Background: an optimization exercise with open tools, aiming at small area, a short achievable clock period and few clock cycles per item. Do not read the settings as production practice.
No functional check of the RTL was part of any run shown here.
Power is estimated from default activity; no workload was simulated.

### design/flow/flow/run.sh
#!/bin/bash
# The standard layout, with every input and output port buffered by a
# plain buffer (buf_2) instead of the default delay-cell buffer.
set -euo pipefail
export BUFFER_PORTS_ARGS="-buffer_cell sky130_fd_sc_hd__buf_2"
bash standard.sh > standard.log 2>&1
### design/flow/standard.sh
#!/bin/bash
# synth_recipe.tcl (not shown) runs the flow's synth.tcl, then flattens the netlist and writes it again
# the make line also repeats each setting of config.mk as NAME=value (left out here)
make -C /OpenROAD-flow-scripts/flow DESIGN_CONFIG=/design/flow/config.mk WORK_HOME=/design/flow/orfs CLKGATE_MAP_FILE= SYNTH_SCRIPT=/design/flow/synth_recipe.tcl "${@:-finish}"
### design/flow/config.mk
export PLATFORM = sky130hd
export DESIGN_NAME = lc4_pipe_top
export DESIGN_NICKNAME = lc4_pipe_top
export VERILOG_FILES = /design/flow/design.v
export SDC_FILE = /design/flow/constraint.sdc
export NUM_CORES = 4
export LEC_CHECK = 0
export ABC_AREA = 1
export CAP_MARGIN = 20
export CORE_MARGIN = 2
export CORE_UTILIZATION = 40
export SETUP_SLACK_MARGIN = 5
export SLEW_MARGIN = 20
export TNS_END_PERCENT = 0
### design/flow/constraint.sdc
create_clock -name core_clock -period 9.0 [get_ports {gwe}]
set_input_delay 1.8000 -clock core_clock [delete_from_list [all_inputs] [get_ports {gwe}]]
set_output_delay 1.8000 -clock core_clock [all_outputs]
set_load 0.01 [all_outputs]
### design/flow/design.v
package lc4_pkg;
    typedef logic [16-1:0] lc4_word_t;  
    typedef logic [3-1:0]  lc4_reg_t;   
    typedef enum logic [3:0] {
        OP_ARITH   = 4'b0001,  
        OP_LOGIC   = 4'b0101,  
        OP_LDR     = 4'b0110,
        OP_STR     = 4'b0111,
        OP_CONST   = 4'b1001,  
        OP_SHIFT   = 4'b1010,  
        OP_HICONST = 4'b1101   
    } lc4_opcode_e;
    typedef enum logic [3:0] {
        ALU_ADD,
        ALU_MUL,
        ALU_SUB,
        ALU_AND,
        ALU_OR,
        ALU_XOR,
        ALU_NOT,
        ALU_SLL,
        ALU_SRA,
        ALU_SRL,
        ALU_CONST,
        ALU_HICONST,
        ALU_ADDR       
    } lc4_alu_op_e;
endpackage
module lc4_mul16 (
    input  logic [15:0] a,
    input  logic [15:0] b,
    output logic [15:0] r0,
    output logic [15:0] r1,
    output logic [15:0] r2
);
    wire p0_0 = a[0] & b[0];
    wire p0_1 = a[1] & b[0];
    wire p0_2 = a[2] & b[0];
    wire p0_3 = a[3] & b[0];
    wire p0_4 = a[4] & b[0];
    wire p0_5 = a[5] & b[0];
    wire p0_6 = a[6] & b[0];
    wire p0_7 = a[7] & b[0];
    wire p0_8 = a[8] & b[0];
    wire p0_9 = a[9] & b[0];
    wire p0_10 = a[10] & b[0];
    wire p0_11 = a[11] & b[0];
    wire p0_12 = a[12] & b[0];
    wire p0_13 = a[13] & b[0];
    wire p0_14 = a[14] & b[0];
    wire p0_15 = a[15] & b[0];
    wire p1_0 = a[0] & b[1];
    wire p1_1 = a[1] & b[1];
    wire p1_2 = a[2] & b[1];
    wire p1_3 = a[3] & b[1];
    wire p1_4 = a[4] & b[1];
    wire p1_5 = a[5] & b[1];
    wire p1_6 = a[6] & b[1];
    wire p1_7 = a[7] & b[1];
    wire p1_8 = a[8] & b[1];
    wire p1_9 = a[9] & b[1];
    wire p1_10 = a[10] & b[1];
    wire p1_11 = a[11] & b[1];
    wire p1_12 = a[12] & b[1];
    wire p1_13 = a[13] & b[1];
    wire p1_14 = a[14] & b[1];
    wire p2_0 = a[0] & b[2];
    wire p2_1 = a[1] & b[2];
    wire p2_2 = a[2] & b[2];
    wire p2_3 = a[3] & b[2];
    wire p2_4 = a[4] & b[2];
    wire p2_5 = a[5] & b[2];
    wire p2_6 = a[6] & b[2];
    wire p2_7 = a[7] & b[2];
    wire p2_8 = a[8] & b[2];
    wire p2_9 = a[9] & b[2];
    wire p2_10 = a[10] & b[2];
    wire p2_11 = a[11] & b[2];
    wire p2_12 = a[12] & b[2];
    wire p2_13 = a[13] & b[2];
    wire p3_0 = a[0] & b[3];
    wire p3_1 = a[1] & b[3];
    wire p3_2 = a[2] & b[3];
    wire p3_3 = a[3] & b[3];
    wire p3_4 = a[4] & b[3];
    wire p3_5 = a[5] & b[3];
    wire p3_6 = a[6] & b[3];
    wire p3_7 = a[7] & b[3];
    wire p3_8 = a[8] & b[3];
    wire p3_9 = a[9] & b[3];
    wire p3_10 = a[10] & b[3];
    wire p3_11 = a[11] & b[3];
    wire p3_12 = a[12] & b[3];
    wire p4_0 = a[0] & b[4];
    wire p4_1 = a[1] & b[4];
    wire p4_2 = a[2] & b[4];
    wire p4_3 = a[3] & b[4];
    wire p4_4 = a[4] & b[4];
    wire p4_5 = a[5] & b[4];
    wire p4_6 = a[6] & b[4];
    wire p4_7 = a[7] & b[4];
    wire p4_8 = a[8] & b[4];
    wire p4_9 = a[9] & b[4];
    wire p4_10 = a[10] & b[4];
    wire p4_11 = a[11] & b[4];
    wire p5_0 = a[0] & b[5];
    wire p5_1 = a[1] & b[5];
    wire p5_2 = a[2] & b[5];
    wire p5_3 = a[3] & b[5];
    wire p5_4 = a[4] & b[5];
    wire p5_5 = a[5] & b[5];
    wire p5_6 = a[6] & b[5];
    wire p5_7 = a[7] & b[5];
    wire p5_8 = a[8] & b[5];
    wire p5_9 = a[9] & b[5];
    wire p5_10 = a[10] & b[5];
    wire p6_0 = a[0] & b[6];
    wire p6_1 = a[1] & b[6];
    wire p6_2 = a[2] & b[6];
    wire p6_3 = a[3] & b[6];
    wire p6_4 = a[4] & b[6];
    wire p6_5 = a[5] & b[6];
    wire p6_6 = a[6] & b[6];
    wire p6_7 = a[7] & b[6];
    wire p6_8 = a[8] & b[6];
    wire p6_9 = a[9] & b[6];
    wire p7_0 = a[0] & b[7];
    wire p7_1 = a[1] & b[7];
    wire p7_2 = a[2] & b[7];
    wire p7_3 = a[3] & b[7];
    wire p7_4 = a[4] & b[7];
    wire p7_5 = a[5] & b[7];
    wire p7_6 = a[6] & b[7];
    wire p7_7 = a[7] & b[7];
    wire p7_8 = a[8] & b[7];
    wire p8_0 = a[0] & b[8];
    wire p8_1 = a[1] & b[8];
    wire p8_2 = a[2] & b[8];
    wire p8_3 = a[3] & b[8];
    wire p8_4 = a[4] & b[8];
    wire p8_5 = a[5] & b[8];
    wire p8_6 = a[6] & b[8];
    wire p8_7 = a[7] & b[8];
    wire p9_0 = a[0] & b[9];
    wire p9_1 = a[1] & b[9];
    wire p9_2 = a[2] & b[9];
    wire p9_3 = a[3] & b[9];
    wire p9_4 = a[4] & b[9];
    wire p9_5 = a[5] & b[9];
    wire p9_6 = a[6] & b[9];
    wire p10_0 = a[0] & b[10];
    wire p10_1 = a[1] & b[10];
    wire p10_2 = a[2] & b[10];
    wire p10_3 = a[3] & b[10];
    wire p10_4 = a[4] & b[10];
    wire p10_5 = a[5] & b[10];
    wire p11_0 = a[0] & b[11];
    wire p11_1 = a[1] & b[11];
    wire p11_2 = a[2] & b[11];
    wire p11_3 = a[3] & b[11];
    wire p11_4 = a[4] & b[11];
    wire p12_0 = a[0] & b[12];
    wire p12_1 = a[1] & b[12];
    wire p12_2 = a[2] & b[12];
    wire p12_3 = a[3] & b[12];
    wire p13_0 = a[0] & b[13];
    wire p13_1 = a[1] & b[13];
    wire p13_2 = a[2] & b[13];
    wire p14_0 = a[0] & b[14];
    wire p14_1 = a[1] & b[14];
    wire p15_0 = a[0] & b[15];
    wire s1 = p0_13 ^ p1_12;
    wire c2 = p0_13 & p1_12;
    wire s3 = p0_14 ^ p1_13 ^ p2_12;
    wire c4 = (p0_14 & p1_13) | (p0_14 & p2_12) | (p1_13 & p2_12);
    wire s5 = p3_11 ^ p4_10;
    wire c6 = p3_11 & p4_10;
    wire s7 = p0_15 ^ p1_14 ^ p2_13;
    wire s9 = p3_12 ^ p4_11 ^ p5_10;
    wire s11 = p6_9 ^ p7_8;
    wire s13 = p0_9 ^ p1_8;
    wire c14 = p0_9 & p1_8;
    wire s15 = p0_10 ^ p1_9 ^ p2_8;
    wire c16 = (p0_10 & p1_9) | (p0_10 & p2_8) | (p1_9 & p2_8);
    wire s17 = p3_7 ^ p4_6;
    wire c18 = p3_7 & p4_6;
    wire s19 = p0_11 ^ p1_10 ^ p2_9;
    wire c20 = (p0_11 & p1_10) | (p0_11 & p2_9) | (p1_10 & p2_9);
    wire s21 = p3_8 ^ p4_7 ^ p5_6;
    wire c22 = (p3_8 & p4_7) | (p3_8 & p5_6) | (p4_7 & p5_6);
    wire s23 = p6_5 ^ p7_4;
    wire c24 = p6_5 & p7_4;
    wire s25 = p0_12 ^ p1_11 ^ p2_10;
    wire c26 = (p0_12 & p1_11) | (p0_12 & p2_10) | (p1_11 & p2_10);
    wire s27 = p3_9 ^ p4_8 ^ p5_7;
    wire c28 = (p3_9 & p4_8) | (p3_9 & p5_7) | (p4_8 & p5_7);
    wire s29 = p6_6 ^ p7_5 ^ p8_4;
    wire c30 = (p6_6 & p7_5) | (p6_6 & p8_4) | (p7_5 & p8_4);
    wire s31 = p9_3 ^ p10_2;
    wire c32 = p9_3 & p10_2;
    wire s33 = p2_11 ^ p3_10 ^ p4_9;
    wire c34 = (p2_11 & p3_10) | (p2_11 & p4_9) | (p3_10 & p4_9);
    wire s35 = p5_8 ^ p6_7 ^ p7_6;
    wire c36 = (p5_8 & p6_7) | (p5_8 & p7_6) | (p6_7 & p7_6);
    wire s37 = p8_5 ^ p9_4 ^ p10_3;
    wire c38 = (p8_5 & p9_4) | (p8_5 & p10_3) | (p9_4 & p10_3);
    wire s39 = p11_2 ^ p12_1 ^ p13_0;
    wire c40 = (p11_2 & p12_1) | (p11_2 & p13_0) | (p12_1 & p13_0);
    wire s41 = p5_9 ^ p6_8 ^ p7_7;
    wire c42 = (p5_9 & p6_8) | (p5_9 & p7_7) | (p6_8 & p7_7);
    wire s43 = p8_6 ^ p9_5 ^ p10_4;
    wire c44 = (p8_6 & p9_5) | (p8_6 & p10_4) | (p9_5 & p10_4);
    wire s45 = p11_3 ^ p12_2 ^ p13_1;
    wire c46 = (p11_3 & p12_2) | (p11_3 & p13_1) | (p12_2 & p13_1);
    wire s47 = p14_0 ^ c2 ^ s5;
    wire c48 = (p14_0 & c2) | (p14_0 & s5) | (c2 & s5);
    wire s49 = p8_7 ^ p9_6 ^ p10_5;
    wire s51 = p11_4 ^ p12_3 ^ p13_2;
    wire s53 = p14_1 ^ p15_0 ^ c6;
    wire s55 = s11 ^ c4 ^ s7;
    wire s57 = p0_6 ^ p1_5;
    wire c58 = p0_6 & p1_5;
    wire s59 = p0_7 ^ p1_6 ^ p2_5;
    wire c60 = (p0_7 & p1_6) | (p0_7 & p2_5) | (p1_6 & p2_5);
    wire s61 = p3_4 ^ p4_3;
    wire c62 = p3_4 & p4_3;
    wire s63 = p0_8 ^ p1_7 ^ p2_6;
    wire c64 = (p0_8 & p1_7) | (p0_8 & p2_6) | (p1_7 & p2_6);
    wire s65 = p3_5 ^ p4_4 ^ p5_3;
    wire c66 = (p3_5 & p4_4) | (p3_5 & p5_3) | (p4_4 & p5_3);
    wire s67 = p6_2 ^ p7_1;
    wire c68 = p6_2 & p7_1;
    wire s69 = p2_7 ^ p3_6 ^ p4_5;
    wire c70 = (p2_7 & p3_6) | (p2_7 & p4_5) | (p3_6 & p4_5);
    wire s71 = p5_4 ^ p6_3 ^ p7_2;
    wire c72 = (p5_4 & p6_3) | (p5_4 & p7_2) | (p6_3 & p7_2);
    wire s73 = p8_1 ^ p9_0 ^ s13;
    wire c74 = (p8_1 & p9_0) | (p8_1 & s13) | (p9_0 & s13);
    wire s75 = p5_5 ^ p6_4 ^ p7_3;
    wire c76 = (p5_5 & p6_4) | (p5_5 & p7_3) | (p6_4 & p7_3);
    wire s77 = p8_2 ^ p9_1 ^ p10_0;
    wire c78 = (p8_2 & p9_1) | (p8_2 & p10_0) | (p9_1 & p10_0);
    wire s79 = c14 ^ s17 ^ s15;
    wire c80 = (c14 & s17) | (c14 & s15) | (s17 & s15);
    wire s81 = p8_3 ^ p9_2 ^ p10_1;
    wire c82 = (p8_3 & p9_2) | (p8_3 & p10_1) | (p9_2 & p10_1);
    wire s83 = p11_0 ^ c18 ^ s23;
    wire c84 = (p11_0 & c18) | (p11_0 & s23) | (c18 & s23);
    wire s85 = c16 ^ s19 ^ s21;
    wire c86 = (c16 & s19) | (c16 & s21) | (s19 & s21);
    wire s87 = p11_1 ^ p12_0 ^ c24;
    wire c88 = (p11_1 & p12_0) | (p11_1 & c24) | (p12_0 & c24);
    wire s89 = s31 ^ c20 ^ c22;
    wire c90 = (s31 & c20) | (s31 & c22) | (c20 & c22);
    wire s91 = s25 ^ s27 ^ s29;
    wire c92 = (s25 & s27) | (s25 & s29) | (s27 & s29);
    wire s93 = c32 ^ s1 ^ c26;
    wire c94 = (c32 & s1) | (c32 & c26) | (s1 & c26);
    wire s95 = c28 ^ c30 ^ s33;
    wire c96 = (c28 & c30) | (c28 & s33) | (c30 & s33);
    wire s97 = s35 ^ s37 ^ s39;
    wire c98 = (s35 & s37) | (s35 & s39) | (s37 & s39);
    wire s99 = c34 ^ c36 ^ c38;
    wire c100 = (c34 & c36) | (c34 & c38) | (c36 & c38);
    wire s101 = c40 ^ s41 ^ s43;
    wire c102 = (c40 & s41) | (c40 & s43) | (s41 & s43);
    wire s103 = s45 ^ s3 ^ s47;
    wire c104 = (s45 & s3) | (s45 & s47) | (s3 & s47);
    wire s105 = c42 ^ c44 ^ c46;
    wire s107 = s49 ^ s51 ^ s9;
    wire s109 = c48 ^ s53 ^ s55;
    wire s111 = p0_4 ^ p1_3;
    wire c112 = p0_4 & p1_3;
    wire s113 = p0_5 ^ p1_4 ^ p2_3;
    wire c114 = (p0_5 & p1_4) | (p0_5 & p2_3) | (p1_4 & p2_3);
    wire s115 = p3_2 ^ p4_1;
    wire c116 = p3_2 & p4_1;
    wire s117 = p2_4 ^ p3_3 ^ p4_2;
    wire c118 = (p2_4 & p3_3) | (p2_4 & p4_2) | (p3_3 & p4_2);
    wire s119 = p5_1 ^ p6_0 ^ s57;
    wire c120 = (p5_1 & p6_0) | (p5_1 & s57) | (p6_0 & s57);
    wire s121 = p5_2 ^ p6_1 ^ p7_0;
    wire c122 = (p5_2 & p6_1) | (p5_2 & p7_0) | (p6_1 & p7_0);
    wire s123 = c58 ^ s61 ^ s59;
    wire c124 = (c58 & s61) | (c58 & s59) | (s61 & s59);
    wire s125 = p8_0 ^ c62 ^ s67;
    wire c126 = (p8_0 & c62) | (p8_0 & s67) | (c62 & s67);
    wire s127 = c60 ^ s63 ^ s65;
    wire c128 = (c60 & s63) | (c60 & s65) | (s63 & s65);
    wire s129 = c68 ^ c64 ^ c66;
    wire c130 = (c68 & c64) | (c68 & c66) | (c64 & c66);
    wire s131 = s69 ^ s71 ^ s73;
    wire c132 = (s69 & s71) | (s69 & s73) | (s71 & s73);
    wire s133 = c70 ^ c72 ^ s75;
    wire c134 = (c70 & c72) | (c70 & s75) | (c72 & s75);
    wire s135 = s77 ^ c74 ^ s79;
    wire c136 = (s77 & c74) | (s77 & s79) | (c74 & s79);
    wire s137 = c76 ^ c78 ^ s81;
    wire c138 = (c76 & c78) | (c76 & s81) | (c78 & s81);
    wire s139 = s83 ^ c80 ^ s85;
    wire c140 = (s83 & c80) | (s83 & s85) | (c80 & s85);
    wire s141 = c82 ^ c84 ^ s87;
    wire c142 = (c82 & c84) | (c82 & s87) | (c84 & s87);
    wire s143 = c86 ^ s89 ^ s91;
    wire c144 = (c86 & s89) | (c86 & s91) | (s89 & s91);
    wire s145 = c88 ^ c90 ^ c92;
    wire c146 = (c88 & c90) | (c88 & c92) | (c90 & c92);
    wire s147 = s93 ^ s95 ^ s97;
    wire c148 = (s93 & s95) | (s93 & s97) | (s95 & s97);
    wire s149 = c94 ^ c96 ^ c98;
    wire c150 = (c94 & c96) | (c94 & c98) | (c96 & c98);
    wire s151 = s99 ^ s101 ^ s103;
    wire c152 = (s99 & s101) | (s99 & s103) | (s101 & s103);
    wire s153 = c100 ^ c102 ^ s105;
    wire s155 = s107 ^ c104 ^ s109;
    wire s157 = p0_3 ^ p1_2;
    wire c158 = p0_3 & p1_2;
    wire s159 = p2_2 ^ p3_1 ^ p4_0;
    wire c160 = (p2_2 & p3_1) | (p2_2 & p4_0) | (p3_1 & p4_0);
    wire s161 = p5_0 ^ c112 ^ s115;
    wire c162 = (p5_0 & c112) | (p5_0 & s115) | (c112 & s115);
    wire s163 = c116 ^ c114 ^ s117;
    wire c164 = (c116 & c114) | (c116 & s117) | (c114 & s117);
    wire s165 = c118 ^ s121 ^ c120;
    wire c166 = (c118 & s121) | (c118 & c120) | (s121 & c120);
    wire s167 = c122 ^ s125 ^ c124;
    wire c168 = (c122 & s125) | (c122 & c124) | (s125 & c124);
    wire s169 = c126 ^ c128 ^ s129;
    wire c170 = (c126 & c128) | (c126 & s129) | (c128 & s129);
    wire s171 = c130 ^ s133 ^ c132;
    wire c172 = (c130 & s133) | (c130 & c132) | (s133 & c132);
    wire s173 = c134 ^ s137 ^ c136;
    wire c174 = (c134 & s137) | (c134 & c136) | (s137 & c136);
    wire s175 = c138 ^ s141 ^ c140;
    wire c176 = (c138 & s141) | (c138 & c140) | (s141 & c140);
    wire s177 = c142 ^ c144 ^ s145;
    wire c178 = (c142 & c144) | (c142 & s145) | (c144 & s145);
    wire s179 = c146 ^ c148 ^ s149;
    wire c180 = (c146 & c148) | (c146 & s149) | (c148 & s149);
    wire s181 = c150 ^ s153 ^ c152;
    assign r0 = {c180, c178, c176, c174, c172, c170, c168, c166, c164, c162, c160, c158, s157, p0_2, p0_1, p0_0};
    assign r1 = {s181, s179, s177, s175, s173, s171, s169, s167, s165, s163, s161, s159, p2_1, p1_1, p1_0, 1'b0};
    assign r2 = {s155, s151, s147, s143, s139, s135, s131, s127, s123, s119, s113, s111, p3_0, p2_0, 1'b0, 1'b0};
endmodule
`timescale 1ns/1ps
module lc4_pipe_top (
    input  logic        gwe,
    input  logic        i_rst,
    output logic [15:0] o_pc,
    input  logic [15:0] i_insn,
    output logic [15:0] o_dmem_addr,
    output logic        o_dmem_we,
    output logic [15:0] o_dmem_wdata,
    input  logic [15:0] i_dmem_rdata,
    output logic        o_wb_valid,
    output logic [15:0] o_wb_pc,
    output logic [15:0] o_wb_insn,
    output logic        o_wb_we,
    output logic [2:0]  o_wb_rd,
    output logic [15:0] o_wb_data
);
    logic        stall;                        
    logic [15:0] pc;
    logic        f_valid;
    logic [15:0] f_insn;
    logic [2:0]  f_b_idx;                      
    logic        f_sub;
    logic        x_valid;
    logic [15:0] x_insn, xa, xb;                 
    logic        x_am, x_aw, x_bm, x_bw;       
    logic        x_sub, x_imm, x_imm_s;        
    logic        x_s_sum, x_s_log, x_s_imm9, x_s_sh, x_s_hic;
    logic        m_valid, m_we, m_ld, m_st, m_mul, m_busy, m_sbyp;
    logic [15:0] m_insn, m_res, m_b;
    logic        w_valid, w_we;
    logic [15:0] w_insn, w_data, w_pc;
    always_ff @(posedge gwe) begin
        if (i_rst) begin
            pc      <= 16'h8200;
            f_valid <= 1'b0;
        end else if (!stall) begin
            pc      <= pc + 16'd1;
            f_valid <= 1'b1;
        end
    end
    always_ff @(posedge gwe) begin
        if (!stall) begin
            f_insn  <= i_insn;
            f_b_idx <= (i_insn[14] && i_insn[12] && (i_insn[13] || i_insn[15])) ? i_insn[11:9] : i_insn[2:0];
            f_sub   <= i_insn[15:12] == 4'b0001 && i_insn[5:3] == 3'b010;
        end
    end
    assign o_pc = pc;
    logic [3:0]  f_op;
    logic        f_arith, f_logic, f_str, f_hic, f_uses_a, f_uses_b;
    logic [2:0]  f_a_idx;
    assign f_op     = f_insn[15:12];
    assign f_arith  = (f_op == 4'b0001);
    assign f_logic  = (f_op == 4'b0101);
    assign f_str    = (f_op == 4'b0111);
    assign f_hic    = (f_op == 4'b1101);
    assign f_a_idx  = f_insn[8:6];
    assign f_uses_a = f_arith || f_logic || (f_op == 4'b0110) || f_str || (f_op == 4'b1010);
    assign f_uses_b = ((f_arith || f_logic) && !f_insn[5]) || f_str || f_hic;
    logic [15:0] regs [8];
    logic [15:0] rf_wd, f_a, f_b;
    logic        w_wr;
    assign w_wr  = w_valid && w_we;
    assign rf_wd = i_rst ? 16'd0 : w_data;
    always_ff @(posedge gwe) begin
        for (int i = 0; i < 8; i++) begin
            if (i_rst || (w_wr && w_insn[11:9] == 3'(i))) regs[i] <= rf_wd;
        end
    end
    assign f_a = (w_wr && w_insn[11:9] == f_a_idx) ? w_data : regs[f_a_idx];
    assign f_b = (w_wr && w_insn[11:9] == f_b_idx) ? w_data : regs[f_b_idx];
    logic [3:0] op;
    logic       op_arith, op_logic, op_ldr, op_str, op_shift, x_we, x_fwd, x_mul;
    assign op       = x_insn[15:12];
    assign op_arith = (op == 4'b0001);
    assign op_logic = (op == 4'b0101);
    assign op_ldr   = (op == 4'b0110);
    assign op_str   = (op == 4'b0111);
    assign op_shift = (op == 4'b1010);
    assign x_we  = op_arith ? (x_insn[5] || !(x_insn[4] && x_insn[3])) :
                   op_shift ? !(x_insn[5] && x_insn[4]) :
                   (op_logic || op_ldr || op == 4'b1001 || op == 4'b1101);
    assign x_fwd = x_valid && x_we && !op_ldr;
    assign x_mul = op_arith && x_insn[5:3] == 3'b001;
    logic [15:0] a, b, opbx;
    logic [15:0] mt_r0, mt_r1, mt_r2, m_ma, m_c;
    logic        f_am, f_bm;
    assign f_am  = x_fwd && x_insn[11:9] == f_a_idx;
    assign f_bm  = x_fwd && x_insn[11:9] == f_b_idx;
    always_ff @(posedge gwe) begin
        if (i_rst)       x_valid <= 1'b0;
        else if (!stall) x_valid <= f_valid;
    end
    always_ff @(posedge gwe) begin
        if (m_busy) begin
            xa   <= a;
            xb   <= opbx;
            x_aw <= 1'b0;
            x_bw <= 1'b0;
        end else if (stall) begin
            xa   <= a;
            xb   <= opbx;
            x_am <= 1'b0;
            x_bm <= 1'b0;
            x_aw <= x_am;
            x_bw <= x_bm;
        end else begin
            x_insn  <= f_insn;
            xa      <= f_a;
            xb      <= f_b ^ {16{f_sub}};
            x_am    <= f_uses_a && f_am;
            x_bm    <= f_uses_b && f_bm;
            x_aw    <= f_uses_a && !f_am && m_valid && m_we && m_insn[11:9] == f_a_idx;
            x_bw    <= f_uses_b && !f_bm && m_valid && m_we && m_insn[11:9] == f_b_idx;
            x_sub   <= f_sub;
            x_imm   <= (f_arith && f_insn[5]) || f_op == 4'b0110 || f_str;
            x_imm_s <= (f_op == 4'b0110 || f_str) ? f_insn[5] : f_insn[4];
            x_s_sum  <= (f_arith && f_insn[5:3] != 3'b001) || f_op == 4'b0110 || f_str;
            x_s_log  <= f_logic;
            x_s_imm9 <= f_op == 4'b1001;
            x_s_sh   <= f_op == 4'b1010;
            x_s_hic  <= f_hic;
        end
    end
    logic [15:0] sx;
    logic        x_ar, x_br;
    assign x_ar = !(x_am || x_aw);
    assign x_br = !(x_bm || x_bw);
    assign sx   = {16{x_sub}};
    assign a    = ({16{x_am}} & m_res) | ({16{x_aw}} & w_data) | ({16{x_ar}} & xa);
    assign b    = ({16{x_bm}} & m_res) | ({16{x_bw}} & w_data) | ({16{x_br}} & xb);
    assign opbx = ({16{x_bm}} & (m_res ^ sx)) | ({16{x_bw}} & (w_data ^ sx)) | ({16{x_br}} & xb);
    logic stall_next;
    assign stall_next = m_busy ? (x_am || x_bm) : !stall && x_valid && x_mul;
    always_ff @(posedge gwe) begin
        if (i_rst) stall <= 1'b0;
        else       stall <= stall_next;
    end
    logic [15:0] imm5, imm9, opb, sum;
    logic [16:0] sum17;
    assign imm5  = {{11{x_insn[4]}}, x_insn[4:0]};
    assign imm9  = {{7{x_insn[8]}}, x_insn[8:0]};
    assign opb   = x_imm ? {{11{x_imm_s}}, x_insn[4:0]} : opbx;
    assign sum17 = {a, 1'b1} + {opb, x_sub};
    assign sum   = sum17[16:1];
    logic [15:0] sh_in, sh_r, sh_out;
    logic        sh_left;
    assign sh_left = !x_insn[5] && !x_insn[4];
    always_comb begin
        for (int i = 0; i < 16; i++) sh_in[i] = sh_left ? a[15-i] : a[i];
    end
    assign sh_r = 16'($signed({x_insn[4] & a[15], sh_in}) >>> x_insn[3:0]);
    always_comb begin
        for (int i = 0; i < 16; i++) sh_out[i] = sh_left ? sh_r[15-i] : sh_r[i];
    end
    logic [15:0] lg;
    always_comb begin
        if (x_insn[5]) lg = a & imm5;
        else case (x_insn[4:3])
            2'b00:   lg = a & b;
            2'b01:   lg = ~a;
            2'b10:   lg = a | b;
            default: lg = a ^ b;
        endcase
    end
    logic [15:0] res;
    assign res = ({16{x_s_sum}}  & sum)
               | ({16{x_s_log}}  & lg)
               | ({16{x_s_imm9}} & imm9)
               | ({16{x_s_sh}}   & sh_out)
               | ({16{x_s_hic}}  & {x_insn[7:0], b[7:0]});
    always_ff @(posedge gwe) begin
        if (i_rst) begin
            m_valid <= 1'b0;
            m_st    <= 1'b0;
            m_mul   <= 1'b0;
            m_busy  <= 1'b0;
        end else begin
            m_busy  <= !m_busy && x_valid && !stall && x_mul;
            if (!m_busy) begin
                m_valid <= x_valid && !stall;
                m_st    <= x_valid && !stall && op_str;
                m_mul   <= x_valid && !stall && x_mul;
            end
        end
    end
    always_ff @(posedge gwe) begin
        if (!stall) begin
            m_insn <= x_insn;
            m_we   <= x_we;
            m_ld   <= op_ldr;
            m_sbyp <= op_str && m_valid && m_ld && m_insn[11:9] == x_insn[11:9];
        end
        m_res <= res;
        m_ma  <= m_busy ? mt_r0 : a;
        m_b   <= m_busy ? mt_r1 : b;
        m_c   <= mt_r2;
    end
    lc4_mul16 u_mul (.a(m_ma), .b(m_b), .r0(mt_r0), .r1(mt_r1), .r2(mt_r2));
    assign o_dmem_addr  = m_res;
    assign o_dmem_we    = m_st;
    assign o_dmem_wdata = m_sbyp ? w_data : m_b;
    always_ff @(posedge gwe) begin
        if (i_rst) begin
            w_valid <= 1'b0;
            w_pc    <= 16'h8200;
        end else begin
            w_valid <= m_valid && !m_busy;
            if (w_valid) w_pc <= w_pc + 16'd1;
        end
    end
    always_ff @(posedge gwe) begin
        w_insn <= m_insn;
        w_we   <= m_we;
        w_data <= m_ld ? i_dmem_rdata : m_mul ? m_ma + m_b + m_c : m_res;
    end
    assign o_wb_valid = w_valid;
    assign o_wb_pc    = w_pc;
    assign o_wb_insn  = w_insn;
    assign o_wb_we    = w_we;
    assign o_wb_rd    = w_insn[11:9];
    assign o_wb_data  = w_data;
endmodule
==> metrics.csv, run 1 <==
stage,metric,value,unit
power_and_ir_drop,PwrDens,225,mW/mm^2
synthesis,"Cell Area, Synth",0.0230,mm^2
timing,Period minus WS final,3.88,ns
floorplanning,Initial Util,40.7,%
run_status,status,finished clean,
placement,placed cells,3743,
timing,worst slew pin tran,0.988,ns
power_and_ir_drop,Switching Fraction,38.1,%
critical_path,FF-to-FF End,m_b[15],
timing,RSZ-0062 raised after global routing,false,
critical_path,crit path from,w_data[13],
global_routing,overflow left after global routing,0,
finish,area delta synth->final,11.8,%
synthesis,YS warnings,2,
synthesis,Async SR Flop Fraction,0,%
global_routing,GRT Total Usage,30.4,%
critical_path,Worst Path Required,7.20,ns
synthesis,register area share after synthesis,39.9,%
critical_path,Critical Path AT,2.08,ns
critical_path,CP Launch Type,flip-flop,
global_routing,vias in the first global route,20500,
power_and_ir_drop,Flop pwr share,37.8,%
synthesis,"top cells by area, synth","edfxtp_1 (25%), dfxtp_1 (15%), nand2_1 (12%)",
placement,routability-driven placement congestion ratio,0.996,
synthesis,Synth Net Count,3143,
critical_path,Reg2Reg Launch Point,m_b[0],
synthesis,number of distinct library cells after synthesis,56,
critical_path,r2r setup slk,5.38,ns
floorplanning,Placeable Area,0.0566,mm^2
clock_network,CTS tree,done,
placement,number of port buffers,135,
power_and_ir_drop,Total Power,5810,uW
finish,Finished Layout Cells,3822,
finish,Inserted Diodes,0,
route,routed wire length,91.6,mm
clock_network,clk slew on worst S/H paths,0.06,ns
finish,layout cells sized above 1,9.49,%
route,Detailed Route Iter0 Violations,2546,
clock_network,# clock sinks,362,
power_and_ir_drop,net switching power,2210,uW
power_and_ir_drop,Gate power share,31.0,%
power_and_ir_drop,peak supply drop,0.000134,V
power_and_ir_drop,Clock power frac,31.2,%
critical_path,CP Capture Point,o_dmem_wdata[13],
placement,post-detail-place hpwl,69.5,mm
timing,setup ws final,5.12,ns
critical_path,Setup CP Type,flip-flop to primary output,
global_routing,first-pass GRT wire length,135,mm
clock_network,Max H-tree Level,2,
timing,Setup-failing EPs final,0,
synthesis,top-area cell type share of the netlist area,25.2,%
clock_network,worst skew pair latency,0.61,ns
power_and_ir_drop,Leak,0.0119,uW
synthesis,Post-synth EDFFs,193,
timing,Rel. slew slack,34.1,%
floorplanning,Die W,244,um
floorplanning,I/O Pins,136,
global_routing,maximum number of pins on one net before global-route repair,70,
finish,Final nets,3230,
timing,Hold Fails Final Rpt,0,
floorplanning,Die Y,244,um
finish,Util after Layout,45.5,%
global_routing,number of antenna violations at the first check in global routing,3,
route,DR vias,21500,
synthesis,Synth area leader,edfxtp_1,
power_and_ir_drop,Int Pwr,3590,uW
flow_run,maxcap violations,0,
route,DRC viols,0,
placement,pre-CTS setup slack,4.93,ns
clock_network,setup bufs post-CTS,0,
floorplanning,row cnt,87,
synthesis,most common flop cell mapped by yosys,edfxtp_1,
timing,max-slew violations,0,
clock_network,Clock Tree Root,clkbuf_16,
synthesis,synthesized flop and latch total,362,
floorplanning,die area,0.0595,mm^2
route,wire per inst,24.0,um
critical_path,crit end category,primary output,
min_path,worst hold path class,flip-flop to flip-flop,
clock_network,CTS buffer count,43,
route,post-route ant nets,0,
timing,Fin Setup TNS,0,ns
timing,f_max,258,MHz
timing,final period utilization,43.1,%
route,Vias/cell,5.62,
timing,Max Clock Skew,0.0359,ns
route,TritonRoute pass-1 iters,6,
synthesis,Synth Instances,2945,
clock_network,Max Root-Sink Buffers,3,
critical_path,Worst Path Max Fanout,6,
critical_path,reg2reg path depth,12,
synthesis,syn avg cell area,7.82,um^2
power by group through the flow:
stage | Combinational (uW) | Sequential [uW] | Clock, uW
global route | 2000 | 2210 | 1900
finish | 1800 | 2200 | 1810
detailed placement | 1760 | 2220 | 0
CTS | 1770 | 2190 | 1840
global placement | 1750 | 2220 | 0
floorplan | 1190 | 2080 | 0
how the worst min path moves through the flow:
| stage | endpoint | startpoint | cells after the start |
|---|---|---|---|
| floorplan | w_insn[0] | m_insn[0] | 0 |
| CTS | w_insn[4] | m_insn[4] | 0 |
| global route | w_insn[4] | m_insn[4] | 0 |
| detailed placement | w_insn[13] | m_insn[13] | 0 |
| finish | w_insn[4] | m_insn[4] | 0 |
| global placement | w_insn[3] | m_insn[3] | 0 |
kinds of logic after synthesis:
| logic type | count (synthesis) | synth area share, % |
|---|---|---|
| AOI/OAI and AO/OA | 520 | 12.9 |
| xor gates and xnor gates | 57 | 2.17 |
| DFF | 362 | 39.9 |
| muxes | 3 | 0.147 |
| buffers and inverters | 587 | 10.2 |
| and+or+nand+nor | 1252 | 23.2 |
| adders and majority gates | 164 | 11.6 |
cell type report:
class                      instances  area [um^2]
clock inverter                    19          260
fill                            5750        30900
clock buffer                      60         1170
tap                              756          946
timing repair buffer             172          968
inverter                         457         1720
sequential                       362         9180
multi-input combinational       1996        11500
cells in the mapped netlist (7+ instances only):
master,number
o21ai_1,9
xnor2_1,30
a21oi_1,165
a221oi_1,13
nand3_2,10
o2111ai_1,9
nor3_1,31
buf_2,27
a211oi_1,9
o221ai_1,13
nand2_1,712
fa_1,81
nand2_2,9
edfxtp_1,193
nand3_1,238
a31oi_1,17
buf_4,17
clkbuf_1,73
o21ai_0,186
inv_1,438
a22oi_1,11
clkinv_1,7
xor2_1,27
o211ai_1,26
inv_2,12
nor2_1,189
nand4_1,29
dfxtp_1,169
o22ai_1,46
ha_1,83
state kept, by name, indices dropped and copies added, names as in the netlist, 3 cells and up:
| register | cells |
|---|---|
| m_ma | 16 |
| f_b_idx | 3 |
| xa | 16 |
| w_pc | 16 |
| f_insn | 16 |
| w_insn | 16 |
| m_b | 16 |
| x_insn | 16 |
| w_data | 16 |
| m_res | 16 |
| pc | 16 |
| regs | 128 |
| m_c | 14 |
| m_insn | 16 |
| xb | 16 |
cell usage in the layout, fill, tap and decap left out, types with 29 or more instances in the layout:
master and count:
a21oi_1 165, buf_2 135, buf_4 35, clkbuf_16 43, dfxtp_1 167, edfxtp_1 193, fa_1 81, ha_1 83
inv_1 437, nand2_1 712, nand3_1 238, nand4_1 29, nor2_1 188, nor3_1 31, o21ai_0 178, o22ai_1 46
xnor2_1 30
critical path, cell delays in order, from the launching register on:
cell and delay, ns:
dfxtp_1 0.80, inv_1 0.29, a21oi_1 0.24, buf_2 0.16
per-stage QoR:
step / hold slack, ns / instance area, um^2
floorplan: 0.323 / 23000
global route: 0.357 / 25800
finish: 0.341 / 25800
global placement: 0.332 / 24300
detailed placement: 0.329 / 24300
CTS: 0.342 / 25700
per-layer routing:
| layer | vias up | part of all wire, % | GRT usage [%] |
|---|---|---|---|
| met5 | - | 0.014 | 0 |
| met4 | 2 | 3.4 | 10.5 |
| met3 | 186 | 9.2 | 5.90 |
| met2 | 1072 | 45 | 47.7 |
| met1 | 10400 | 43 | 42.0 |
| li1 | 9850 | - | - |
what timing repair did:
| item | 4_1_cts | 5_1_grt |
|---|---|---|
| gates resized for setup | 0 | 3 |
| setup endpoints to repair | 0 | 12 |
| hold buffers | 0 | 0 |
==> run 2, diff against run 1 <==
--- a/design/flow/config.mk
+++ b/design/flow/config.mk
@@ -5,7 +5,6 @@
 export SDC_FILE = /design/flow/constraint.sdc
 export NUM_CORES = 4
 export LEC_CHECK = 0
-export ABC_AREA = 1
 export CAP_MARGIN = 20
 export CORE_MARGIN = 2
 export CORE_UTILIZATION = 40
==> run 2 against run 1 <==
- die area decreased by 0.69%
- critical endpoint is now o_dmem_wdata[1]
- flip-flop and latch count stayed put
- total power grew 3.4%
- setup slack got worse by 0.15 ns
- critical path type unchanged
- first-iteration DRC count fell by 27%
- clock skew fell by 0.013 ns
- final cell count down 20%
- combinational power grew 11%
==> metrics.csv, run 2 <==
stage,metric,value,unit,change
run_status,status,finished clean,,unchanged
finish,number of flip-flops in the largest register,128,,unchanged
synthesis,"top cells by area, synth","edfxtp_1 (25%), dfxtp_1 (15%), fa_1 (7.1%)",,"was edfxtp_1 (25%), dfxtp_1 (15%), nand2_1 (12%)"
clock_network,# clock sinks,362,,unchanged
critical_path,Worst Path Max Fanout,16,,was 6
synthesis,Synth Net Count,2378,,was 3143
global_routing,GRT Total Usage,24.8,%,was 30.4%
global_routing,number of antenna violations at the first check in global routing,3,,unchanged
route,Vias/cell,5.84,,was 5.62
critical_path,crit end category,primary output,,unchanged
placement,routability-driven placement congestion ratio,0.964,,was 0.996
clock_network,cts hold-fix bufs,0,,unchanged
global_routing,vias in the first global route,17400,,was 20500
synthesis,top-area cell type share of the netlist area,25.3,%,was 25.2%
critical_path,Setup CP Type,flip-flop to primary output,,unchanged
floorplanning,Placeable Area,0.0565,mm^2,was 0.0566 mm^2
route,TritonRoute pass-1 iters,6,,unchanged
clock_network,CTS tree,done,,unchanged
finish,Biggest register,regs,,unchanged
finish,area taken by multi-input logic gates,0.0126,mm^2,was 0.0115 mm^2
finish,"commonest non-fill, non-tap cell in the layout",edfxtp_1,,was nand2_1
clock_network,clk slew on worst S/H paths,0.06,ns,about the same
synthesis,syn avg cell area,10.5,um^2,was 7.82 um^2
route,DR vias,17800,,was 21500
finish,most frequent cells in the layout,"edfxtp_1 (193), dfxtp_1 (169), nand2_1 (153), nor2_1 (138), buf_2 (135)",,"was nand2_1 (712), inv_1 (437), nand3_1 (238), edfxtp_1 (193), nor2_1 (188)"
floorplanning,Initial Util,40.5,%,was 40.7%
timing,Period minus WS final,4.03,ns,was 3.88 ns
power_and_ir_drop,peak supply drop,0.000154,V,was 0.000134 V
route,Detailed Route Iter0 Violations,1856,,was 2546
finish,layout cells sized above 1,16.7,%,was 9.49%
synthesis,number of distinct library cells after synthesis,85,,was 56
placement,pre-CTS setup slack,4.91,ns,was 4.93 ns
power_and_ir_drop,PwrDens,235,mW/mm^2,was 225 mW/mm^2
critical_path,CP Launch Type,flip-flop,,unchanged
floorplanning,I/O Pins,136,,unchanged
synthesis,"count leader, synth",edfxtp_1,,was nand2_1
timing,setup ws final,4.97,ns,was 5.12 ns
timing,f_max,248,MHz,was 258 MHz
flow_run,maxcap violations,0,,unchanged
synthesis,synthesized flop and latch total,362,,unchanged
route,DRC viols,0,,unchanged
power_and_ir_drop,Switching Fraction,35.6,%,was 38.1%
global_routing,maximum number of pins on one net before global-route repair,64,,was 70
critical_path,Worst Path Required,7.20,ns,about the same
finish,Final nets,2453,,was 3230
critical_path,CP cell instances,mux2_2 -> buf_2,,was inv_1 -> a21oi_1 -> buf_2
power_and_ir_drop,Clock power frac,29.8,%,was 31.2%
finish,Util after Layout,45.3,%,was 45.5%
power_and_ir_drop,Leak,0.0105,uW,was 0.0119 uW
placement,placed cells,2966,,was 3743
synthesis,most common flop cell mapped by yosys,edfxtp_1,,unchanged
finish,filler instances,5196,,was 5750
min_path,worst hold path class,flip-flop to flip-flop,,unchanged
floorplanning,row cnt,87,,unchanged
critical_path,Critical Path AT,2.23,ns,was 2.08 ns
timing,Fin Setup TNS,0,ns,unchanged
power_and_ir_drop,Int Pwr,3870,uW,was 3590 uW
route,wire per inst,24.3,um,was 24.0 um
timing,Setup-failing EPs final,0,,unchanged
synthesis,Async SR Flop Fraction,0,%,unchanged
clock_network,Clock Tree Root,clkbuf_16,,unchanged
finish,Finished Layout Cells,3044,,was 3822
finish,area delta synth->final,12.0,%,was 11.8%
route,routed wire length,74.0,mm,was 91.6 mm
clock_network,Max H-tree Level,2,,unchanged
power_and_ir_drop,Flop pwr share,36.8,%,was 37.8%
timing,final period utilization,44.8,%,was 43.1%
synthesis,Synth area leader,edfxtp_1,,unchanged
synthesis,Post-synth EDFFs,193,,unchanged
synthesis,Commonest cells post-synth,"edfxtp_1 (193), dfxtp_1 (169), nand2_1 (153)",,"was nand2_1 (712), inv_1 (438), nand3_1 (238)"
synthesis,Synth Instances,2180,,was 2945
clock_network,worst skew pair latency,0.57,ns,was 0.61 ns
finish,register area,0.00918,mm^2,about the same
global_routing,overflow left after global routing,0,,unchanged
critical_path,Crit-path slowest cell,edfxtp_1,,was dfxtp_1
clock_network,CTS buffer count,42,,was 43
timing,Rel. slew slack,27.3,%,was 34.1%
floorplanning,die area,0.0591,mm^2,was 0.0595 mm^2
global_routing,first-pass GRT wire length,112,mm,was 135 mm
floorplanning,Die W,243,um,was 244 um
timing,RSZ-0062 raised after global routing,true,,was false
power_and_ir_drop,net switching power,2140,uW,was 2210 uW
placement,number of port buffers,135,,unchanged
placement,post-detail-place hpwl,53.0,mm,was 69.5 mm
floorplanning,Die Y,243,um,was 244 um
route,post-route ant nets,0,,unchanged
synthesis,register area share after synthesis,40.1,%,was 39.9%
power_and_ir_drop,Gate power share,33.3,%,was 31.0%
synthesis,"Cell Area, Synth",0.0229,mm^2,was 0.0230 mm^2
timing,worst slew pin tran,1.09,ns,was 0.988 ns
timing,max-slew violations,0,,unchanged
synthesis,YS warnings,2,,unchanged
finish,Inserted Diodes,0,,unchanged
critical_path,max incr delay on CP,1.05,ns,was 0.80 ns
timing,Max Clock Skew,0.0226,ns,was 0.0359 ns
timing,Hold Fails Final Rpt,0,,unchanged
power_and_ir_drop,Total Power,6010,uW,was 5810 uW
clock_network,Max Root-Sink Buffers,3,,unchanged
==> run 2: cell types whose count changed after synthesis, moves of 59 or more <==
cell and change:
o21ai_0 -108, inv_1 -309, mux2i_1 +76, a21oi_1 -60, nand2_1 -559, and2_1 +95
mux2_2 +59, nand3_1 -198
==> run 2: final timing paths <==
| check | from | endpoint | slack (ns) | depth (start not counted) |
|---|---|---|---|---|
| worst max-delay path | m_sbyp | o_dmem_wdata[1] | 4.97 | 2 |
| worst min-delay path | m_insn[6] | w_insn[6] | 0.33 | 0 |
| worst max register to register | x_bw | m_res[14] | 5.24 | 13 |
| worst min register to register | m_insn[6] | w_insn[6] | 0.33 | 0 |
==> run 2: logic make-up after synthesis <==
group,count (synthesis),share of synthesized area [%]
xor gates and xnor gates,146,5.59
AOI/OAI and AO/OA,471,14.7
muxes,181,10.6
DFF,362,40.1
and+or+nand+nor,572,12.4
buffers and inverters,284,5.01
adders and majority gates,164,11.6
==> run 2: layer usage <==
| metal | global-route usage (%) | routed length [um] |
|---|---|---|
| met1 | 34.1 | 31600 |
| met2 | 39.5 | 34300 |
| met3 | 4.48 | 5570 |
| met4 | 8.39 | 2590 |
| met5 | 0 | 12 |
==> run 2: what timing repair did <==
action	CTS	global route
hold endpoints to repair	0	0
gates resized for setup	1	1
buffers inserted	1	0
setup endpoints to repair	17	17
pin swaps	0	0
cloned	0	0
==> run 2: area by class of cell <==
type / instances / area share [%]
multi-input combinational: 1534 / 49.1
sequential: 362 / 35.9
clock inverter: 26 / 1.22
inverter: 144 / 2.11
clock buffer: 51 / 4.36
tap: 756 / 3.69
timing repair buffer: 171 / 3.69
==> run 2: critical path, delay by kind of cell, from the launching register on <==
family / cells / cell delay (ns)
buffers and inverters: 1 / 0.14
DFF: 1 / 1.05
muxes: 1 / 0.43
==> run 2: power by group through the flow <==
stage	clock network (uW)	logic, uW	registers (uW)
after floorplan	0	1370	2100
after global placement	0	1930	2240
after detailed placement	0	1940	2240
after CTS	1830	1970	2200
after global routing	1900	2180	2220
final	1790	2000	2210
==> run 2: per-stage QoR <==
step,area [um^2],hold WS (ns)
2_1_floorplan,22900,0.323
3_3_place_gp,24200,0.328
3_5_place_dp,24200,0.327
4_1_cts,25600,0.327
5_1_grt,25600,0.335
6_report,25600,0.327
==> run 3, diff against run 2 <==
--- a/design/flow/design.v
+++ b/design/flow/design.v
@@ -402,14 +402,16 @@
     assign f_a_idx  = f_insn[8:6];
     assign f_uses_a = f_arith || f_logic || (f_op == 4'b0110) || f_str || (f_op == 4'b1010);
     assign f_uses_b = ((f_arith || f_logic) && !f_insn[5]) || f_str || f_hic;
+    logic rst_q;
+    always_ff @(posedge gwe) rst_q <= i_rst;
     logic [15:0] regs [8];
     logic [15:0] rf_wd, f_a, f_b;
     logic        w_wr;
     assign w_wr  = w_valid && w_we;
-    assign rf_wd = i_rst ? 16'd0 : w_data;
+    assign rf_wd = rst_q ? 16'd0 : w_data;
     always_ff @(posedge gwe) begin
         for (int i = 0; i < 8; i++) begin
-            if (i_rst || (w_wr && w_insn[11:9] == 3'(i))) regs[i] <= rf_wd;
+            if (rst_q || (w_wr && w_insn[11:9] == 3'(i))) regs[i] <= rf_wd;
         end
     end
     assign f_a = (w_wr && w_insn[11:9] == f_a_idx) ? w_data : regs[f_a_idx];
--- a/design/flow/config.mk
+++ b/design/flow/config.mk
@@ -5,6 +5,7 @@
 export SDC_FILE = /design/flow/constraint.sdc
 export NUM_CORES = 4
 export LEC_CHECK = 0
+export ABC_AREA = 1
 export CAP_MARGIN = 20
 export CORE_MARGIN = 2
 export CORE_UTILIZATION = 40
==> run 3 against run 2 <==
- still clean
- clock power rose by 7%
- worst hold slack better by 0.0076 ns
- sequential power about the same
- first-iteration DRC count is 42% higher
- die area grew 1.0%
- via count increased by 21%
- sequential share of layout area shrank 0.22 points
- register-to-register slack better by 0.07 ns
- clock-buffer cell count is 8 higher
- critical path type unchanged
- critical endpoint is now o_dmem_wdata[13]
- largest cell class unchanged
- highest routed layer unchanged
==> metrics.csv, run 3 <==
stage,metric,value,unit,change
power_and_ir_drop,PwrDens,229,mW/mm^2,was 235 mW/mm^2
floorplanning,Die Y,244,um,was 243 um
finish,Util after Layout,45.0,%,was 45.3%
synthesis,syn avg cell area,7.81,um^2,was 10.5 um^2
synthesis,number of distinct library cells after synthesis,60,,was 85
floorplanning,die area,0.0597,mm^2,was 0.0591 mm^2
critical_path,Worst Path Required,7.20,ns,about the same
timing,Max Clock Skew,0.0372,ns,was 0.0226 ns
route,TritonRoute pass-1 iters,5,,was 6
critical_path,Reg2Reg Launch Point,x_bw,,unchanged
finish,number of flip-flops in the largest register,128,,unchanged
placement,routability-driven placement congestion ratio,0.981,,was 0.964
critical_path,r2r setup slk,5.31,ns,was 5.24 ns
global_routing,first-pass GRT wire length,134,mm,was 112 mm
finish,Inserted Diodes,0,,unchanged
floorplanning,Die W,244,um,was 243 um
run_status,status,finished clean,,unchanged
timing,Rel. slew slack,34.3,%,was 27.3%
route,DRC viols,0,,unchanged
synthesis,"Cell Area, Synth",0.0231,mm^2,was 0.0229 mm^2
route,met2 wire length,40.6,mm,was 34.3 mm
route,routed wire length,91.7,mm,was 74.0 mm
synthesis,synthesized flop and latch total,363,,was 362
synthesis,most common flop cell mapped by yosys,edfxtp_1,,unchanged
critical_path,Worst Path Max Fanout,6,,was 16
route,DR vias,21500,,was 17800
timing,worst slew pin tran,0.984,ns,was 1.09 ns
min_path,Worst Hold End,w_insn[3],,was w_insn[6]
floorplanning,I/O Pins,136,,unchanged
timing,Hold Fails Final Rpt,0,,unchanged
finish,"commonest non-fill, non-tap cell in the layout",nand2_1,,was edfxtp_1
min_path,Min-Delay Startpoint,m_insn[3],,was m_insn[6]
min_path,hold-critical path depth,0,,unchanged
power_and_ir_drop,net switching power,2250,uW,was 2140 uW
clock_network,worst skew pair latency,0.62,ns,was 0.57 ns
floorplanning,Placeable Area,0.0574,mm^2,was 0.0565 mm^2
synthesis,Synth Net Count,3156,,was 2378
critical_path,Critical Path AT,2.13,ns,was 2.23 ns
placement,post-detail-place hpwl,67.4,mm,was 53.0 mm
power_and_ir_drop,peak supply drop,0.000144,V,was 0.000154 V
synthesis,Post-synth EDFFs,193,,unchanged
synthesis,Commonest cells post-synth,"nand2_1 (727), inv_1 (434), nand3_1 (251)",,"was edfxtp_1 (193), dfxtp_1 (169), nand2_1 (153)"
finish,layout cells sized above 1,9.01,%,was 16.7%
synthesis,"top cells by area, synth","edfxtp_1 (25%), dfxtp_1 (15%), nand2_1 (12%)",,"was edfxtp_1 (25%), dfxtp_1 (15%), fa_1 (7.1%)"
finish,area delta synth->final,11.8,%,was 12.0%
timing,Period minus WS final,3.93,ns,was 4.03 ns
power_and_ir_drop,Int Pwr,3680,uW,was 3870 uW
clock_network,CTS buffer count,43,,was 42
synthesis,Synth area leader,edfxtp_1,,unchanged
timing,setup ws final,5.07,ns,was 4.97 ns
synthesis,"count leader, synth",nand2_1,,was edfxtp_1
power_and_ir_drop,Clock power frac,32.3,%,was 29.8%
clock_network,Max H-tree Level,2,,unchanged
floorplanning,row cnt,88,,was 87
timing,max-slew violations,0,,unchanged
clock_network,Max Root-Sink Buffers,3,,unchanged
clock_network,# clock sinks,363,,was 362
floorplanning,Initial Util,40.3,%,was 40.5%
synthesis,Async SR Flop Fraction,0,%,unchanged
route,met1 wire length,37.5,mm,was 31.6 mm
finish,"Design Area, Final",0.0258,mm^2,was 0.0256 mm^2
synthesis,top-area cell type share of the netlist area,25.1,%,was 25.3%
clock_network,Clock Tree Root,clkbuf_16,,unchanged
critical_path,FF-to-FF End,m_res[13],,was m_res[14]
critical_path,Setup CP Type,flip-flop to primary output,,unchanged
global_routing,maximum number of pins on one net before global-route repair,74,,was 64
synthesis,YS warnings,2,,unchanged
power_and_ir_drop,Gate power share,29.9,%,was 33.3%
route,post-route ant nets,0,,unchanged
min_path,worst hold path class,flip-flop to flip-flop,,unchanged
global_routing,overflow left after global routing,0,,unchanged
clock_network,CTS tree,done,,unchanged
timing,RSZ-0062 raised after global routing,true,,unchanged
power_and_ir_drop,Switching Fraction,37.9,%,was 35.6%
finish,Final nets,3226,,was 2453
power_and_ir_drop,Flop pwr share,37.8,%,was 36.8%
route,Vias/cell,5.61,,was 5.84
finish,most frequent cells in the layout,"nand2_1 (727), inv_1 (433), nand3_1 (251), nor2_1 (197), edfxtp_1 (193)",,"was edfxtp_1 (193), dfxtp_1 (169), nand2_1 (153), nor2_1 (138), buf_2 (135)"
timing,Setup-failing EPs final,0,,unchanged
placement,number of port buffers,135,,unchanged
route,highest routed layer,met5,,unchanged
critical_path,crit end category,primary output,,unchanged
timing,final period utilization,43.7,%,was 44.8%
route,metal3 WL,8.49,mm,was 5.57 mm
timing,f_max,254,MHz,was 248 MHz
critical_path,reg2reg path depth,23,,was 13
timing,Fin Setup TNS,0,ns,unchanged
clock_network,clk slew on worst S/H paths,0.06,ns,about the same
global_routing,vias in the first global route,20900,,was 17400
timing,Min Hold Slack,0.335,ns,was 0.327 ns
placement,pre-CTS setup slack,5.28,ns,was 4.91 ns
power_and_ir_drop,Leak,0.0120,uW,was 0.0105 uW
flow_run,maxcap violations,0,,unchanged
route,wire per inst,23.9,um,was 24.3 um
finish,filler instances,5779,,was 5196
synthesis,Synth Instances,2958,,was 2180
synthesis,register area share after synthesis,39.8,%,was 40.1%
critical_path,CP Launch Type,flip-flop,,unchanged
route,Detailed Route Iter0 Violations,2630,,was 1856
finish,Biggest register,regs,,unchanged
global_routing,number of antenna violations at the first check in global routing,4,,was 3
global_routing,GRT Total Usage,30.4,%,was 24.8%
placement,Placed Area,0.0242,mm^2,about the same
[run 3: power by group through the flow]
stage	sequential (uW)	clock (uW)	combinational, uW
after CTS	2230	1930	1750
final	2240	1910	1770
after global placement	2260	0	1740
after global routing	2250	2000	1970
after floorplan	2090	0	1190
after detailed placement	2260	0	1740
[run 3: cells by family (layout without fill, tap and decap cells)]
logic type | Yosys count | count (layout) | share of synthesized area (%)
AND/OR/NAND/NOR | 1280 | 1280 | 23.5
multiplexers | 3 | 3 | 0.146
AO/OA/AOI/OAI | 504 | 504 | 12.5
adder cells (fa/ha/maj) | 164 | 164 | 11.5
buffers and inverters | 585 | 690 | 10.3
XOR/XNOR | 59 | 59 | 2.24
flip-flops | 363 | 363 | 39.8
[run 3: metal layers]
metal  up-vias  GRT usage, %
li1       9823             -
met1     10300          40.3
met2      1111          47.5
met3       238          5.72
met4         6          15.1
met5         -             0
[run 3: worst max-delay path by stage]
stage	cells past startpoint	startpoint	endpoint	slack [ns]
after floorplan	14	m_b[0]	m_b[15]	5.83
after global placement	24	x_bw	m_res[13]	5.28
after detailed placement	24	x_bw	m_res[13]	5.28
after CTS	3	w_data[14]	o_dmem_wdata[14]	4.93
after global routing	23	x_bw	m_res[13]	4.95
final	3	w_data[13]	o_dmem_wdata[13]	5.07
[run 3: final cells by class]
| type | instances | area [um^2] | share of cell area [%] |
|---|---|---|---|
| clock buffers | 59 | 1240 | 4.79 |
| clock inverters | 21 | 319 | 1.24 |
| inverters | 450 | 1690 | 6.55 |
| multi-input cells | 2010 | 11500 | 44.7 |
| flip-flops and latches | 363 | 9200 | 35.6 |
| well taps | 765 | 957 | 3.71 |
| repair buffers | 160 | 871 | 3.37 |
[run 3: what timing repair did]
item / 4_1_cts / 5_1_grt
buffers inserted: 2 / 0
resized for setup: 0 / 2
hold buffers: 0 / 0
endpoints found under the setup margin: 3 / 10
[run 3: worst max-delay path, cell delays in order, from the launching register on]
cell and delay, ns:
dfxtp_1 0.75, inv_1 0.40, a21oi_1 0.24, buf_2 0.15
[run 3: metrics by stage]
stage | total power (uW) | cells
6_report | 5920 | 3828
5_1_grt | 6210 | 3828
4_1_cts | 5910 | 3828
3_5_place_dp | 4000 | 3746
3_3_place_gp | 3990 | 3745
2_1_floorplan | 3280 | 2958
==> run 4, diff against run 3 <==
--- a/design/flow/config.mk
+++ b/design/flow/config.mk
@@ -11,4 +11,4 @@
 export CORE_UTILIZATION = 40
 export SETUP_SLACK_MARGIN = 5
 export SLEW_MARGIN = 20
-export TNS_END_PERCENT = 0
+export TNS_END_PERCENT = 100
==> run 4 against run 3 <==
- still clean
- clock-buffer cell count unchanged
- combinational power about the same
- setup slack got worse by 0.015 ns
- final cell count unchanged
==> metrics.csv, run 4 <==
stage,metric,value,unit,change
synthesis,syn avg cell area,7.81,um^2,unchanged
finish,Inserted Diodes,0,,unchanged
synthesis,YS warnings,2,,unchanged
critical_path,r2r setup slk,5.44,ns,was 5.31 ns
placement,number of port buffers,135,,unchanged
synthesis,"top cells by area, synth","edfxtp_1 (25%), dfxtp_1 (15%), nand2_1 (12%)",,unchanged
floorplanning,row cnt,88,,unchanged
route,post-route ant nets,0,,unchanged
clock_network,# clock sinks,363,,unchanged
route,Detailed Route Iter0 Violations,2638,,was 2630
timing,Period minus WS final,3.95,ns,was 3.93 ns
finish,number of flip-flops in the largest register,128,,unchanged
synthesis,Synth area leader,edfxtp_1,,unchanged
synthesis,"Cell Area, Synth",0.0231,mm^2,unchanged
placement,routability-driven placement congestion ratio,0.981,,unchanged
critical_path,max incr delay on CP,0.76,ns,was 0.75 ns
critical_path,Critical Path AT,2.15,ns,was 2.13 ns
timing,Hold Fails Final Rpt,0,,unchanged
timing,final period utilization,43.9,%,was 43.7%
critical_path,Worst Path Max Fanout,6,,unchanged
clock_network,worst skew pair latency,0.62,ns,about the same
global_routing,maximum number of pins on one net before global-route repair,74,,unchanged
clock_network,Max Root-Sink Buffers,3,,unchanged
clock_network,Max H-tree Level,2,,unchanged
critical_path,Worst Path Required,7.20,ns,about the same
critical_path,Setup CP Type,flip-flop to primary output,,unchanged
floorplanning,Die Y,244,um,unchanged
synthesis,"count leader, synth",nand2_1,,unchanged
finish,area delta synth->final,11.8,%,about the same
run_status,status,finished clean,,unchanged
timing,Rel. slew slack,34.3,%,about the same
synthesis,register area share after synthesis,39.8,%,unchanged
critical_path,crit path from,w_data[13],,unchanged
floorplanning,Placeable Area,0.0574,mm^2,unchanged
route,wire per inst,23.9,um,about the same
timing,Max Clock Skew,0.0378,ns,was 0.0372 ns
route,DRC viols,0,,unchanged
clock_network,cts hold-fix bufs,0,,unchanged
route,DR vias,21500,,about the same
synthesis,Synth Net Count,3156,,unchanged
finish,"commonest non-fill, non-tap cell in the layout",nand2_1,,unchanged
timing,worst slew pin tran,0.984,ns,about the same
finish,layout cells sized above 1,9.04,%,was 9.01%
route,routed wire length,91.6,mm,was 91.7 mm
timing,RSZ-0062 raised after global routing,false,,was true
power_and_ir_drop,peak supply drop,0.000144,V,about the same
clock_network,CTS buffer count,43,,unchanged
synthesis,Commonest cells post-synth,"nand2_1 (727), inv_1 (434), nand3_1 (251)",,unchanged
floorplanning,Initial Util,40.3,%,unchanged
synthesis,Async SR Flop Fraction,0,%,unchanged
flow_run,maxcap violations,0,,unchanged
synthesis,Synth Instances,2958,,unchanged
route,Vias/cell,5.62,,was 5.61
timing,Setup-failing EPs final,0,,unchanged
floorplanning,die area,0.0597,mm^2,unchanged
timing,Fin Setup TNS,0,ns,unchanged
critical_path,crit end category,primary output,,unchanged
timing,max-slew violations,0,,unchanged
finish,Biggest register,regs,,unchanged
synthesis,synthesized flop and latch total,363,,unchanged
critical_path,Crit-path slowest cell,dfxtp_1,,unchanged
synthesis,most common flop cell mapped by yosys,edfxtp_1,,unchanged
clock_network,clk slew on worst S/H paths,0.06,ns,about the same
min_path,Min-Delay Startpoint,m_insn[3],,unchanged
global_routing,number of antenna violations at the first check in global routing,4,,unchanged
min_path,worst hold path class,flip-flop to flip-flop,,unchanged
synthesis,top-area cell type share of the netlist area,25.1,%,unchanged
synthesis,number of distinct library cells after synthesis,60,,unchanged
power_and_ir_drop,Leak,0.0120,uW,about the same
critical_path,CP Launch Type,flip-flop,,unchanged
power_and_ir_drop,PwrDens,229,mW/mm^2,about the same
finish,most frequent cells in the layout,"nand2_1 (727), inv_1 (433), nand3_1 (251), nor2_1 (197), edfxtp_1 (193)",,unchanged
placement,post-detail-place hpwl,67.4,mm,unchanged
critical_path,Reg2Reg Launch Point,x_bw,,unchanged
finish,Final nets,3226,,unchanged
global_routing,vias in the first global route,20900,,unchanged
timing,f_max,253,MHz,was 254 MHz
global_routing,GRT Total Usage,30.4,%,unchanged
clock_network,CTS tree,done,,unchanged
clock_network,Clock Tree Root,clkbuf_16,,unchanged
floorplanning,Die W,244,um,unchanged
global_routing,overflow left after global routing,0,,unchanged
synthesis,Post-synth EDFFs,193,,unchanged
power_and_ir_drop,Total Power,5920,uW,about the same
global_routing,first-pass GRT wire length,134,mm,unchanged
route,TritonRoute pass-1 iters,6,,was 5
critical_path,CP cell instances,inv_1 -> a21oi_1 -> buf_2,,unchanged
floorplanning,I/O Pins,136,,unchanged
[run 4: cell counts after synthesis]
No cell type changed its count.
[run 4: worst max-delay path: cells and delay by family (launching register included)]
| kind | cells | cell delay [ns] |
|---|---|---|
| flops | 1 | 0.76 |
| buf+inv | 2 | 0.56 |
| compound gates | 1 | 0.24 |
[run 4: metrics by stage]
step	std cells	worst slack [ns]	utilization, %	cell area (um^2)	hold WS [ns]
floorplan	2958	5.83	-	23100	0.323
global placement	3745	5.28	42.2	24200	0.328
detailed placement	3746	5.28	42.3	24200	0.328
CTS	3828	5.04	45.0	25800	0.340
global route	3828	5.02	45.0	25800	0.350
finish	3828	5.05	45.0	25800	0.335
[run 4: area by class of cell]
| type | count | area (um^2) |
|---|---|---|
| Fill cell | 5779 | 31500 |
| Multi-Input combinational cell | 2010 | 11500 |
| Sequential cell | 363 | 9200 |
| Inverter | 450 | 1700 |
| Clock buffer | 59 | 1240 |
| Tap cell | 765 | 957 |
| Timing Repair Buffer | 160 | 871 |
| Clock inverter | 21 | 319 |
[run 4: final timing paths]
path,to,depth (start not counted)
worst max-delay path,o_dmem_wdata[13],3
worst min-delay path,w_insn[3],0
worst max register to register,m_res[12],18
worst min register to register,w_insn[3],0
[run 4: what timing repair did]
| action | 4_1_cts | 5_1_grt |
|---|---|---|
| gates cloned | 0 | 0 |
| gates resized for setup | 1 | 2 |
| pin swaps | 0 | 0 |
| setup buffers | 2 | 0 |
| endpoints found under the setup margin | 3 | 9 |
[run 4: cells by family (layout without fill, tap and decap cells)]
logic type	after synthesis	after routing	share of synthesized area (%)
compound gates	504	504	12.5
xor+xnor	59	59	2.24
fa+ha+maj	164	164	11.5
buf+inv	585	690	10.3
flops	363	363	39.8
mux	3	3	0.146
simple gates	1280	1280	23.5
[run 4: power by group]
group	internal [uW]	leakage, uW	switching [uW]
sequential	1940	0.00344	296
combinational	587	0.00780	1180
clock	1150	0.000752	764
total	3680	0.0120	2240
[run 4: per-layer routing]
layer	part of all wire [%]	global-route usage (%)	vias up
met4	5.5	15.1	6
met5	0.056	0	-
met3	9.3	5.72	252
met1	41	40.3	10300
met2	44	47.5	1117
li1	-	-	9822

==> separate check: timing with driven ports <==
The results above use ideal ports. As a check the final layouts listed here were re-extracted and re-timed, cells and wires unchanged.
Step 1: set_driving_cell puts a clkbuf_16 on gwe and a buf_2 on each other input, an assumption about the parent block.
Step 2 adds t to the input delays and takes it off the output delays; t is the mean of the earliest and latest rising clock arrival at the registers after step 1. Input paths then give back, and output paths get back, about the clock's delay inside the block.
Slacks: ideal / step 1 / step 2; pairs: ideal / step 1.
| run | t, ns | slack for setup (ns) | worst setup path after step 2 | slew at the worst register clock pin (ns) |
|---|---|---|---|---|
| run 1 | 0.659 | 5.119 / 5.054 / 4.880 | input to register | 0.07 / 0.07 |
| run 2 | 0.619 | 4.972 / 4.913 / 5.240 | register to register | 0.06 / 0.06 |
| run 3 | 0.661 | 5.068 / 5.005 / 5.306 | register to register | 0.07 / 0.07 |
| run 4 | 0.661 | 5.053 / 4.989 / 5.437 | register to register | 0.07 / 0.07 |
After both steps setup and hold are still met in every run listed. The setup slack of run 1, which loses most, moves by -0.065 ns with the drivers and by -0.239 ns with both steps.
